What follows belongs to an exercise in optimizing a design on an open flow for small area, a short achievable clock period and few clock cycles per item; a production flow would make more cautious choices. No activity file was given, so power comes from the tool's default toggle rates.

// html_markup_tokenizer_unit
module html_markup_tokenizer_unit (
  input  logic        clk,
  input  logic        rst,
  input  logic        byte_valid,
  output logic        byte_stall,
  input  logic [8:0]  byte_item,    
  output logic        event_valid,
  input  logic        event_stall,
  output logic [13:0] event_item    
);
  localparam logic [4:0] S_DATA     = 5'd0;
  localparam logic [4:0] S_TAG_OPEN = 5'd1;
  localparam logic [4:0] S_TAG_NAME = 5'd2;
  localparam logic [4:0] S_END_OPEN = 5'd3;
  localparam logic [4:0] S_SELF_CL  = 5'd4;
  localparam logic [4:0] S_BA       = 5'd5;    
  localparam logic [4:0] S_ANAME    = 5'd6;
  localparam logic [4:0] S_AA       = 5'd7;    
  localparam logic [4:0] S_BAV      = 5'd8;    
  localparam logic [4:0] S_VDQ      = 5'd9;
  localparam logic [4:0] S_VSQ      = 5'd10;
  localparam logic [4:0] S_VUNQ     = 5'd11;
  localparam logic [4:0] S_TEXT     = 5'd12;   
  localparam logic [4:0] S_MARKUP   = 5'd13;
  localparam logic [4:0] S_COMMENT  = 5'd14;
  localparam logic [4:0] S_DOCTYPE  = 5'd15;
  localparam logic [4:0] S_R_FIN0   = 5'd16;   
  localparam logic [4:0] S_R_FIN1   = 5'd17;   
  localparam logic [4:0] S_R_ANAME  = 5'd18;   
  localparam logic [4:0] S_R_FLUSH  = 5'd19;   
  localparam logic [4:0] S_R_DASH   = 5'd20;   
  localparam logic [4:0] S_R_HELD   = 5'd21;   
  localparam logic [4:0] S_C_TAG     = 5'd24;  
  localparam logic [4:0] S_C_MARKUP  = 5'd25;  
  localparam logic [4:0] S_C_FLUSH   = 5'd26;
  localparam logic [4:0] S_C_DATA    = 5'd27;  
  localparam logic [4:0] S_C_COMMENT = 5'd28;  
  localparam logic [4:0] S_C_DOCTYPE = 5'd29;  
  logic [4:0] st;
  logic       anp, avp;     
  logic [2:0] mc;           
  logic       md;           
  logic [5:0] mu;           
  logic [1:0] dash;         
  logic [3:0] hc;           
  logic [7:0][2:0] hs;      
  logic       started;      
  logic       ir_v, sk_v;
  logic [7:0] x, sk;
  logic       xl, skl;
  logic       out_free, go, consume;
  assign byte_stall = sk_v;
  assign out_free   = !event_valid || !event_stall;
  assign go         = ir_v && out_free;
  logic [7:0] xf;
  logic is_ws, is_al, is_lt, is_gt, is_sl, is_eq, is_dq, is_sq, is_bang, is_dash, is_nul;
  assign xf      = x | 8'h20;
  assign is_ws   = (x == 8'h20) || (x == 8'h09) || (x == 8'h0A) || (x == 8'h0C) || (x == 8'h0D);
  ...
Size: roughly 660 cells after synthesis, about 83 flip-flops, ~29 I/O pins, roughly 0.0055 sq mm of cells after synthesis.
==> flow/config.mk <==
export PLATFORM = sky130hd
export DESIGN_NAME = html_markup_tokenizer_unit
export DESIGN_NICKNAME = html_markup_tokenizer_unit
export VERILOG_FILES = /design/flow/design.v
export SDC_FILE = /design/flow/constraint.sdc
export NUM_CORES = 4
export LEC_CHECK = 0
export CAP_MARGIN = 20
export CORE_MARGIN = 2
export CORE_UTILIZATION = 40
export CTS_BUF_LIST = sky130_fd_sc_hd__clkbuf_8
export SETUP_SLACK_MARGIN = 5
export SLEW_MARGIN = 20
==> flow/constraint.sdc <==
create_clock -name core_clock -period 11.5 [get_ports {clk}]
set_input_delay 2.3000 -clock core_clock [delete_from_list [all_inputs] [get_ports {clk}]]
set_output_delay 2.3000 -clock core_clock [all_outputs]
set_load 0.01 [all_outputs]
standard.sh (not shown) runs the stock make flow with config.mk's settings and CLKGATE_MAP_FILE= SYNTH_SCRIPT=/design/flow/synth_recipe.tcl, a recipe that flattens the netlist after the stock synthesis.
==> flow/flow/run.sh <==
#!/bin/bash
set -euo pipefail
here=$PWD
sed "s|\$::env(SCRIPTS_DIR)/synth.tcl|$here/synth_custom.tcl|" synth_recipe.tcl > synth_recipe_custom.tcl
sed "s|^  log_cmd abc {\*}\$abc_args|  set abc_args [lreplace \$abc_args 1 1 $here/flow/area.abc]\n  log_cmd abc {*}\$abc_args|" \
  "$FLOW_HOME/scripts/synth.tcl" > synth_custom.tcl
grep -q "flow/area.abc" synth_custom.tcl
grep -q "synth_custom.tcl" synth_recipe_custom.tcl
bash standard.sh SYNTH_SCRIPT="$here/synth_recipe_custom.tcl" SETUP_SLACK_MARGIN=7.0 \
  "BUFFER_PORTS_ARGS=-buffer_cell sky130_fd_sc_hd__buf_2" finish > standard.log 2>&1
==> flow/flow/area.abc <==
strash
ifraig
scorr
dc2
strash
&get -n
&st
&syn4
&dch -f
&nf -R 1000
&put
The first run went through all stages and came out clean.
Change:
--- a/flow/flow/run.sh
+++ b/flow/flow/run.sh
@@ -9 +9 @@
-bash standard.sh SYNTH_SCRIPT="$here/synth_recipe_custom.tcl" SETUP_SLACK_MARGIN=7.0 \
+bash standard.sh SYNTH_SCRIPT="$here/synth_recipe_custom.tcl" SETUP_SLACK_MARGIN=7.5 \
Cell area increases by a few percent.
Flip-flop and latch count stays the same.
Wire length increases slightly.
Combinational power increases by roughly a tenth.
Count of clock-buffer cells in the layout is unchanged.
Clock power is about the same.
No run of this note included a check of the RTL's function; only the layout flow was run.

[static timing again, ports no longer ideal]
In the flow no input, the clock included, has a driving cell. The finished layouts below were timed again as built, in two steps.
Step 1: set_driving_cell puts a clkbuf_16 on clk and a buf_2 on each other input, an assumption about the parent block.
Step 2, shift: input delay + t, output delay - t, t = (earliest + latest rising clock arrival at the registers) / 2. This alone moves slack from input paths to output paths.
a / b / c = no drivers / after step 1 / after step 2; a / b = the first two.
run	shift t [ns]	setup WS [ns]	worst data-port slew with drivers (ns)	cell pins on the clock port's net
the first run	0.405	7.273 / 7.273 / 6.984	0.03	1
the second run	0.408	7.605 / 7.605 / 7.254	0.03	1
After both steps setup and hold are still met in every run listed. The setup slack of the second run, which loses most, moves by 0.000 ns with the drivers and by -0.351 ns with both steps.
